Context: an optimization exercise on an open-source flow, tuned for small area. The choices shown serve that exercise and are no tape-out recipe. In this exercise RTL edits were held to simulation tests only and were not proved equivalent to the original. Power figures rest on the tool's default switching activity, not on a simulated workload.

==> design.v <==
package typing_pkg;
	typedef logic [7:0] ascii_t;
	typedef logic [11:0] coord_t;
	typedef logic [2:0] speed_t;
	typedef logic [2:0] slot_idx_t;
	typedef logic [11:0] bcd3_t;
	typedef enum logic [1:0] {
		ST_START  = 2'd0,  
		ST_RUN    = 2'd1,
		ST_STOP   = 2'd2,  
		ST_FINISH = 2'd3   
	} game_state_e;
	typedef enum logic [1:0] {
		CLR_WHITE = 2'd0,  
		CLR_RED   = 2'd1,  
		CLR_GREEN = 2'd2   
	} char_color_e;
endpackage
module key_filter (
	input  logic               clk,
	input  logic               arst_n,
	input  typing_pkg::ascii_t ascii,
	input  logic               ctrl,
	output logic               key_press,
	output typing_pkg::ascii_t key_code,
	output logic               is_enter,
	output logic               is_pause,
	output logic               letter_press
);
	typing_pkg::ascii_t last_code;  
	logic   ctrl_q;
	logic   is_t;
	always_ff @(posedge clk or negedge arst_n) begin
		if (!arst_n) begin
			last_code <= '0;
			key_press <= 1'b0;
		end else begin
			last_code <= ascii;
			key_press <= (ascii != '0) && (ascii != last_code);
		end
	end
	always_ff @(posedge clk) begin
		key_code <= ascii;  
		ctrl_q   <= ctrl;
	end
	assign is_t = (key_code == 8'h54) || (key_code == 8'h74);
	assign is_enter     = key_press && (key_code == 8'h0d);
	assign is_pause     = key_press && ctrl_q && is_t;
	assign letter_press = key_press && !is_enter && !is_pause;  
endmodule
module game_fsm (
	input  logic                    clk,
	input  logic                    arst_n,
	input  logic                    is_enter,
	input  logic                    is_pause,
	input  typing_pkg::bcd3_t       time_bcd,
	output typing_pkg::game_state_e state,
	output logic                    frame_tick,
	output logic                    spawn_tick,
	output logic                    second_tick,
	output logic                    clear_all,
	output logic                    enter_finish
);
	localparam typing_pkg::bcd3_t GAME_BCD = {4'(60 / 100), 4'((60 / 10) % 10),
		4'(60 % 10)};
	localparam int TICK_NUM = 3;
	localparam int CNT_W = $clog2(200);  
	localparam logic [TICK_NUM*CNT_W-1:0] TICK_LAST = {
		CNT_W'(60 - 1),
		CNT_W'(4 - 1),
		CNT_W'(200 - 1)
	};
	typing_pkg::game_state_e state_next;
	logic                time_done;
	logic [TICK_NUM*CNT_W-1:0] tick_cnt;
	logic [TICK_NUM-1:0] tick_hit;
	assign time_done = (time_bcd == GAME_BCD);
	always_comb begin
		state_next = state;
		case (state)
			typing_pkg::ST_RUN: begin
				if (time_done)
					state_next = typing_pkg::ST_FINISH;
				else if (is_pause)
					state_next = typing_pkg::ST_STOP;
			end
			default: begin
				if (is_enter)
					state_next = typing_pkg::ST_RUN;  
			end
		endcase
	end
	always_ff @(posedge clk or negedge arst_n) begin
		if (!arst_n)
			state <= typing_pkg::ST_START;
		else
			state <= state_next;
	end
	assign enter_finish = (state == typing_pkg::ST_RUN) && time_done;
	assign clear_all    = (state == typing_pkg::ST_FINISH) && is_enter;
	always_comb begin
		for (int i = 0; i < TICK_NUM; i++)
			tick_hit[i] = (state == typing_pkg::ST_RUN) && (tick_cnt[i*CNT_W +: CNT_W] == TICK_LAST[i*CNT_W +: CNT_W]);
	end
	always_ff @(posedge clk or negedge arst_n) begin
		if (!arst_n) begin
			tick_cnt <= '0;
		end else if (state == typing_pkg::ST_RUN) begin
			for (int i = 0; i < TICK_NUM; i++)
				tick_cnt[i*CNT_W +: CNT_W] <= tick_hit[i] ? '0 : tick_cnt[i*CNT_W +: CNT_W] + 1'b1;
		end
	end
	assign second_tick = tick_hit[0];
	assign frame_tick  = tick_hit[1];
	assign spawn_tick  = tick_hit[2];
endmodule
module char_pool (
	input  logic                    clk,
	input  logic                    arst_n,
	input  typing_pkg::game_state_e state,
	input  logic                    frame_tick,
	input  logic                    spawn_tick,
	input  logic                    letter_press,
	input  typing_pkg::ascii_t      key_code,
	input  logic                    enter_finish,
	input  typing_pkg::slot_idx_t   slot_sel,
	output logic                    slot_valid,
	output typing_pkg::coord_t      slot_x,
	output typing_pkg::coord_t      slot_y,
	output typing_pkg::ascii_t      slot_text,
	output typing_pkg::char_color_e slot_color,
	output logic                    hit_pulse,
	output logic                    miss_pulse
);
	localparam int FADE_W = $clog2(40);
	localparam int SCAN_W = $clog2(8 + 1);
	localparam logic [SCAN_W-1:0] JUDGE_STEP = SCAN_W'(8);  
	logic [8-1:0] valid;
	typing_pkg::coord_t               pos_x [8];
	typing_pkg::coord_t               pos_y [8];
	typing_pkg::speed_t               speed [8];
	typing_pkg::ascii_t               text [8];
	typing_pkg::char_color_e          color [8];
	logic [FADE_W-1:0]    fade_cnt [8];
	logic [31:0] lfsr [3];
	typing_pkg::ascii_t      rand_text;
	typing_pkg::coord_t      rand_x;
	typing_pkg::speed_t      rand_speed;
	logic        free_found;
	typing_pkg::slot_idx_t   free_idx;
	logic              run;
	logic [SCAN_W-1:0] scan_step;
	typing_pkg::slot_idx_t         scan_idx;
	logic              judge_step;
	logic              pend_valid;  
	typing_pkg::ascii_t            pend_code;
	logic              cur_valid;  
	typing_pkg::ascii_t            cur_code;
	logic              best_found;
	typing_pkg::slot_idx_t         best_idx;
	typing_pkg::coord_t            best_y;
	logic              cand;
	logic              bound_hit;
	logic              in_band;
	logic              judge;
	function automatic logic [31:0] lfsr_next(input logic [31:0] r);
		lfsr_next = {r[22] ^ r[2] ^ r[1] ^ r[0], r[31:1]};
	endfunction
	function automatic typing_pkg::coord_t fall_y(input typing_pkg::coord_t y, input typing_pkg::speed_t v);
		typing_pkg::coord_t n;
		n = y + typing_pkg::coord_t'(v);
		fall_y = (n > typing_pkg::coord_t'(472)) ? typing_pkg::coord_t'(472) : n;
	endfunction
	assign rand_text  = typing_pkg::ascii_t'(8'h41 + lfsr[0][4:0] % 26);
	assign rand_x     = typing_pkg::coord_t'((lfsr[1][7:0] % 64 + 15) * 8);
	assign rand_speed = typing_pkg::speed_t'(lfsr[2][1:0]) + typing_pkg::speed_t'(1);
	always_comb begin
		free_found = 1'b0;
		free_idx   = '0;
		for (int i = 8 - 1; i >= 0; i--) begin
			if (!valid[i]) begin
				free_found = 1'b1;
				free_idx   = typing_pkg::slot_idx_t'(i);
			end
		end
	end
	assign run        = (state == typing_pkg::ST_RUN);
	assign scan_idx   = typing_pkg::slot_idx_t'(scan_step);
	assign judge_step = (scan_step == JUDGE_STEP);
	assign cand = run && !judge_step && cur_valid && valid[scan_idx] &&
		(color[scan_idx] == typing_pkg::CLR_WHITE) && (text[scan_idx] == cur_code) &&
		(pos_y[scan_idx] < typing_pkg::coord_t'(400)) &&
		(!best_found || (pos_y[scan_idx] > best_y));
	assign bound_hit = run && !judge_step && valid[scan_idx] &&
		(color[scan_idx] == typing_pkg::CLR_WHITE) && (pos_y[scan_idx] >= typing_pkg::coord_t'(400));
	assign in_band = (pos_y[best_idx] >= typing_pkg::coord_t'(320)) &&
		(pos_y[best_idx] < typing_pkg::coord_t'(400));
	assign judge   = run && judge_step && cur_valid && best_found;
	assign hit_pulse  = judge && in_band;
	assign miss_pulse = bound_hit || (judge && !in_band);  
	always_ff @(posedge clk or negedge arst_n) begin
		if (!arst_n) begin
			valid <= '0;
			for (int i = 0; i < 8; i++) begin
				color[i]    <= typing_pkg::CLR_WHITE;
				fade_cnt[i] <= '0;
			end
			lfsr[0]    <= 32'h938ab4e1;
			lfsr[1]    <= 32'h2a912bdf;
			lfsr[2]    <= 32'hea57d2ac;
			scan_step  <= '0;
			pend_valid <= 1'b0;
			pend_code  <= '0;
			cur_valid  <= 1'b0;
			cur_code   <= '0;
			best_found <= 1'b0;
			best_idx   <= '0;
			best_y     <= '0;
		end else if (enter_finish) begin
			valid      <= '0;  
			scan_step  <= '0;
			pend_valid <= 1'b0;
			cur_valid  <= 1'b0;
			best_found <= 1'b0;
		end else if (run) begin
			if (spawn_tick) begin
				for (int k = 0; k < 3; k++)
					lfsr[k] <= lfsr_next(lfsr[k]);
				if (free_found) begin
					valid[free_idx] <= 1'b1;
					color[free_idx] <= typing_pkg::CLR_WHITE;
				end
			end
			for (int i = 0; i < 8; i++) begin
				if (valid[i] && (color[i] != typing_pkg::CLR_WHITE)) begin
					if (fade_cnt[i] == FADE_W'(40 - 1))
						valid[i] <= 1'b0;
					else
						fade_cnt[i] <= fade_cnt[i] + 1'b1;
				end
			end
			if (letter_press) begin
				pend_valid <= 1'b1;  
				pend_code  <= key_code;
			end
			if (bound_hit) begin
				color[scan_idx]    <= typing_pkg::CLR_RED;
				fade_cnt[scan_idx] <= '0;
			end
			if (cand) begin
				best_found <= 1'b1;
				best_idx   <= scan_idx;
				best_y     <= pos_y[scan_idx];
			end
			if (judge_step) begin
				if (judge) begin
					color[best_idx]    <= in_band ? typing_pkg::CLR_GREEN : typing_pkg::CLR_RED;
					fade_cnt[best_idx] <= '0;
				end
				cur_valid  <= pend_valid || letter_press;
				cur_code   <= letter_press ? key_code : pend_code;
				pend_valid <= 1'b0;
				best_found <= 1'b0;
				scan_step  <= '0;
			end else begin
				scan_step <= scan_step + 1'b1;
			end
		end
	end
	always_ff @(posedge clk) begin
		if (spawn_tick && free_found) begin
			pos_x[free_idx] <= rand_x;
			pos_y[free_idx] <= '0;
			speed[free_idx] <= rand_speed;
			text[free_idx]  <= rand_text;
		end
		if (frame_tick) begin
			for (int i = 0; i < 8; i++) begin
				if (valid[i] && (color[i] == typing_pkg::CLR_WHITE))
					pos_y[i] <= fall_y(pos_y[i], speed[i]);
			end
		end
	end
	assign slot_valid = valid[slot_sel];
	assign slot_x     = pos_x[slot_sel];
	assign slot_y     = pos_y[slot_sel];
	assign slot_text  = text[slot_sel];
	assign slot_color = color[slot_sel];
endmodule
module score_board (
	input  logic              clk,
	input  logic              arst_n,
	input  logic              second_tick,
	input  logic              hit_pulse,
	input  logic              miss_pulse,
	input  logic              clear_all,
	output typing_pkg::bcd3_t time_bcd,
	output typing_pkg::bcd3_t hit_bcd,
	output typing_pkg::bcd3_t miss_bcd
);
	function automatic typing_pkg::bcd3_t bcd_inc(input typing_pkg::bcd3_t v);
		typing_pkg::bcd3_t r;
		logic  carry;
		r     = v;
		carry = 1'b1;
		for (int d = 0; d < 3; d++) begin
			if (carry) begin
				if (r[d*4 +: 4] == 4'd9) begin
					r[d*4 +: 4] = 4'd0;
				end else begin
					r[d*4 +: 4] = r[d*4 +: 4] + 4'd1;
					carry       = 1'b0;
				end
			end
		end
		bcd_inc = r;
	endfunction
	always_ff @(posedge clk or negedge arst_n) begin
		if (!arst_n) begin
			time_bcd <= '0;
			hit_bcd  <= '0;
			miss_bcd <= '0;
		end else if (clear_all) begin
			time_bcd <= '0;  
			hit_bcd  <= '0;
			miss_bcd <= '0;
		end else begin
			if (second_tick)
				time_bcd <= bcd_inc(time_bcd);
			if (hit_pulse)
				hit_bcd <= bcd_inc(hit_bcd);
			if (miss_pulse)
				miss_bcd <= bcd_inc(miss_bcd);
		end
	end
endmodule
module typing_game (
	input  logic                    clk,
	input  logic                    arst_n,
	input  typing_pkg::ascii_t      ascii,
	input  logic                    ctrl,
	input  typing_pkg::slot_idx_t   slot_sel,
	output typing_pkg::game_state_e state,
	output typing_pkg::bcd3_t       time_bcd,
	output typing_pkg::bcd3_t       hit_bcd,
	output typing_pkg::bcd3_t       miss_bcd,
	output logic                    slot_valid,
	output typing_pkg::coord_t      slot_x,
	output typing_pkg::coord_t      slot_y,
	output typing_pkg::ascii_t      slot_text,
	output typing_pkg::char_color_e slot_color
);
	typing_pkg::ascii_t key_code;
	logic   is_enter;
	logic   is_pause;
	logic   letter_press;
	logic   frame_tick;
	logic   spawn_tick;
	logic   second_tick;
	logic   clear_all;
	logic   enter_finish;
	logic   hit_pulse;
	logic   miss_pulse;
	key_filter key_filter_inst (
		.clk          (clk),
		.arst_n       (arst_n),
		.ascii        (ascii),
		.ctrl         (ctrl),
		.key_press    (),  
		.key_code     (key_code),
		.is_enter     (is_enter),
		.is_pause     (is_pause),
		.letter_press (letter_press)
	);
	game_fsm game_fsm_inst (
		.clk          (clk),
		.arst_n       (arst_n),
		.is_enter     (is_enter),
		.is_pause     (is_pause),
		.time_bcd     (time_bcd),
		.state        (state),
		.frame_tick   (frame_tick),
		.spawn_tick   (spawn_tick),
		.second_tick  (second_tick),
		.clear_all    (clear_all),
		.enter_finish (enter_finish)
	);
	char_pool char_pool_inst (
		.clk          (clk),
		.arst_n       (arst_n),
		.state        (state),
		.frame_tick   (frame_tick),
		.spawn_tick   (spawn_tick),
		.letter_press (letter_press),
		.key_code     (key_code),
		.enter_finish (enter_finish),
		.slot_sel     (slot_sel),
		.slot_valid   (slot_valid),
		.slot_x       (slot_x),
		.slot_y       (slot_y),
		.slot_text    (slot_text),
		.slot_color   (slot_color),
		.hit_pulse    (hit_pulse),
		.miss_pulse   (miss_pulse)
	);
	score_board score_board_inst (
		.clk         (clk),
		.arst_n      (arst_n),
		.second_tick (second_tick),
		.hit_pulse   (hit_pulse),
		.miss_pulse  (miss_pulse),
		.clear_all   (clear_all),
		.time_bcd    (time_bcd),
		.hit_bcd     (hit_bcd),
		.miss_bcd    (miss_bcd)
	);
endmodule
==> run.sh <==
#!/bin/bash
# synth_recipe.tcl (not shown) runs the flow's synth.tcl, then flattens the netlist and writes it again
# the make line also repeats each setting of config.mk as NAME=value (left out here)
make -C /OpenROAD-flow-scripts/flow DESIGN_CONFIG=/design/flow/config.mk WORK_HOME=/design/flow/orfs CLKGATE_MAP_FILE= SYNTH_SCRIPT=/design/flow/synth_recipe.tcl finish
==> config.mk <==
export PLATFORM = sky130hd
export DESIGN_NAME = typing_game
export DESIGN_NICKNAME = typing_game
export VERILOG_FILES = /design/flow/design.v
export SDC_FILE = /design/flow/constraint.sdc
export NUM_CORES = 4
export LEC_CHECK = 0
export CAP_MARGIN = 20
export CORE_MARGIN = 2
export CORE_UTILIZATION = 40
export SLEW_MARGIN = 20
==> constraint.sdc <==
create_clock -name core_clock -period 10.0 [get_ports {clk}]
set_input_delay 2.0000 -clock core_clock [delete_from_list [all_inputs] [get_ports {clk}]]
set_output_delay 2.0000 -clock core_clock [all_outputs]
set_load 0.01 [all_outputs]
==> summary.txt <==
## cell usage after synthesis (24+ instances only)
master / count
mux4_2: 107
dfstp_2: 50
a21oi_1: 130
a31oi_1: 24
dfrtp_1: 227
mux2_2: 138
a21o_1: 31
and3_1: 41
o21ai_0: 110
mux2i_1: 34
ha_1: 84
clkbuf_1: 77
nor2b_1: 26
xnor2_1: 57
nand4_1: 34
nand3_1: 81
edfxtp_1: 240
inv_1: 71
nor3_1: 57
nand2_1: 204
xor2_1: 50
nor2_1: 166
## how the worst min path moves through the flow
stage,startpoint,to,cells after the start
floorplan,game_fsm_inst.tick_cnt[23],game_fsm_inst.tick_cnt[23],1
global route,game_fsm_inst.tick_cnt[23],game_fsm_inst.tick_cnt[23],1
finish,game_fsm_inst.tick_cnt[23],game_fsm_inst.tick_cnt[23],1
detailed placement,game_fsm_inst.tick_cnt[23],game_fsm_inst.tick_cnt[23],1
global placement,game_fsm_inst.tick_cnt[23],game_fsm_inst.tick_cnt[23],1
CTS,game_fsm_inst.tick_cnt[23],game_fsm_inst.tick_cnt[23],1
## logic make-up (layout without fill, tap and decap cells)
| group | count (synthesis) | in the layout | synth area share |
|---|---|---|---|
| other | 1 | 29 | 0.000134 |
| buffers and inverters | 196 | 300 | 0.0290 |
| xor gates and xnor gates | 107 | 107 | 0.0334 |
| and+or+nand+nor | 728 | 728 | 0.127 |
| muxes | 285 | 285 | 0.157 |
| adders and majority gates | 94 | 94 | 0.0439 |
| DFF | 526 | 526 | 0.513 |
| AOI/OAI and AO/OA | 428 | 428 | 0.0966 |
## per-layer routing
| layer | routed length (um) | up-vias | global-route usage |
|---|---|---|---|
| li1 | - | 8958 | - |
| met1 | 31700 | 9842 | 0.280 |
| met2 | 34700 | 626 | 0.327 |
| met3 | 4080 | 120 | 0.0309 |
| met4 | 2030 | 0 | 0.0629 |
| met5 | 0 | - | 0 |
## cell type report
type | instances | area share
tap | 940 | 0.0370
sequential | 526 | 0.452
multi-input combinational | 1671 | 0.409
inverter | 73 | 0.00861
clock inverter | 30 | 0.00712
clock buffer | 81 | 0.0529
timing repair buffer | 116 | 0.0336
## report_power, final
group,leakage [uW],internal (uW),switching [uW]
clock,0.000932,1230,903
combinational,0.00555,216,355
sequential,0.00566,2310,66.9
total,0.0121,3760,1320
## sequential cells by signal (all words and copies together) (netlist names), 16 cells and up
| name | flops |
|---|---|
| char_pool_inst.pos_x | 56 |
| game_fsm_inst.tick_cnt | 24 |
| char_pool_inst.color | 16 |
| char_pool_inst.speed | 24 |
| char_pool_inst.pos_y | 96 |
| char_pool_inst.fade_cnt | 48 |
| char_pool_inst.lfsr | 96 |
| char_pool_inst.text | 64 |
## per-stage QoR
stage	total power (uW)	worst slack, ns
floorplan	2800	4.36
global placement	2980	3.52
detailed placement	2990	3.44
CTS	5140	3.43
global route	5280	3.33
finish	5080	3.49
==> flow_metrics.tcl <==
set metrics [dict create \
    status "finished clean" \
    gr-total-overflow 0 \
    power_density_nw_per_um2 160 \
    final_common_cell "edfxtp_1" \
    ys_seq_elements 526 \
    wl_mm 72.6 \
    critPathBufInv 3 \
    ff2ff_path_depth 9 \
    multi_input_area_um2 13000 \
    cts_setup_buffers 0 \
    leakage_uw 0.0121 \
    hold_class "flop to flop" \
    grt_pass1_vias 19200 \
    crit_path_frequent_cell "buf_4" \
    path_cells "buf_4 > buf_4 > mux4_2 > mux2_2 > clkdlybuf4s50_1" \
    syn_to_final_growth_pct 13.5 \
    globalplace.congestion 0.914 \
    critPathMaxStageDelay_ns 0.73 \
    finalClockSkew_ns 0.0183 \
    start_util 0.402 \
    final_util 0.457 \
    yosysUniqueCellTypes 82 \
    synthFlopType "edfxtp_1" \
    fin_crit_sh 0.651 \
    hold_viol 0 \
    numCtsBuffers 59 \
    rows 97 \
    area.sequential_um2 14400 \
    dp.cells 3326 \
    dr.pass1.iters 6 \
    avgRoutedWirePerCell_um 21.1 \
    worstSetupStartpointType "input pin" \
    cp_top_family "buffers and inverters" \
    post-dp-hpwl_mm 50.2 \
    antenna_found_initial 0 \
    cp_slowest_cell "buf_4" \
    synth_edf_count 240 \
    synth_top_area_share 0.257 \
    cp.required_ns 8.00 \
    nNetsFinal 2553 \
    die_area_um2 72200 \
    maxCapViolations 0 \
    dpl_cell_area_um2 29900 \
    fillerInstances 6327 \
    slew_viol_final 0 \
    cts-root-buf "clkbuf_16" \
    worstPathMaxFanout 42 \
    criticalPathCategory "input pin to output pin" \
    rsz0062_at_grt "no" \
    track_usage 0.202 \
    arrival_ns 4.51 \
    htreeDepth 2 \
    stdcell_count 3437 \
    fmax_mhz 154 \
    tightestPinTransition_ns 1.34 \
    ios 87 \
    netlist_area_um2 28000 \
    cts.sink_count 526 \
    fin_crit_ns 6.51 \
    cp-end-kind "output pin" \
    layout-drive-gt1-share 0.189 \
    r2r-start "char_pool_inst.scan_step[1]" \
    cp.depth 5 \
    postCtsHoldBufs 0 \
    num_vias 19500 \
    cts-resized-gates 0 \
    grt_max_degree 92 \
    io_buffers 81 \
    r2r_slack_ns 5.40 \
    ant_nets 0 \
    finalSetupTns_ns 0 \
    yosysTopAreaCell "edfxtp_1" \
    synth_area_per_cell_um2 11.8 \
    die_x_um 269 \
    drt_iter0_markers 1670 \
    synthArstFlopShare 0.527 \
    holdWs_ns 0.470 \
    grt_pass1_wl_mm 113 \
    yosysSeqAreaShare 0.513 \
    clock_latency_ns 0.62 \
    clockBufferDepth 3 \
    layout.cells.most_common_list "edfxtp_1, dfrtp_1, nand2_1" \
    ir_drop_uv 140 \
    synthTopCellsByArea "edfxtp_1, dfrtp_1, mux4_2" \
    clkTransAtPathRegs_ns 0.06 \
    netlist_instances 2365 \
    drc 0 \
    diodes 0 \
    setup_viol 0 \
    ys_warn_count 7 \
    endpoint "slot_y[9]" \
    viasPerCell 5.69 \
    cts_tree "yes" \
    finish.instance_area_um2 31800 \
    regToRegEndpoint "char_pool_inst.fade_cnt[2][1]" \
    core_um2 69700 \
    maxSlewHeadroom 0.0946 \
    fp.dieH_um 269 \
    startpoint "slot_sel[0]" \
]

==> what the ideal ports hide <==
No port has a modelled driver above. Below, the same layout with a new extraction and two added sets of constraints. Step 1 assumes that a clkbuf_16 drives the clock port and a buf_2 every other input. Step 2 times the ports against the registers' clock, not the clock port: input delays grow and output delays shrink by t, the midpoint of the rising clock arrivals with the driver on. Slacks: ideal / step 1 / step 2; pairs: ideal / step 1.
t, ns: 0.675
setup slack, ns: 3.486 / 3.463 / 3.463
worst hold slack (ns): 0.470 / 0.470 / 0.470
slew at the worst register clock pin (ns): 0.06 / 0.06
worst slew at a driven data input, ns: 0.07
After both steps setup and hold are still met in this run. For this run, drivers alone change the setup slack by -0.023 ns; drivers and shift together by -0.023 ns.
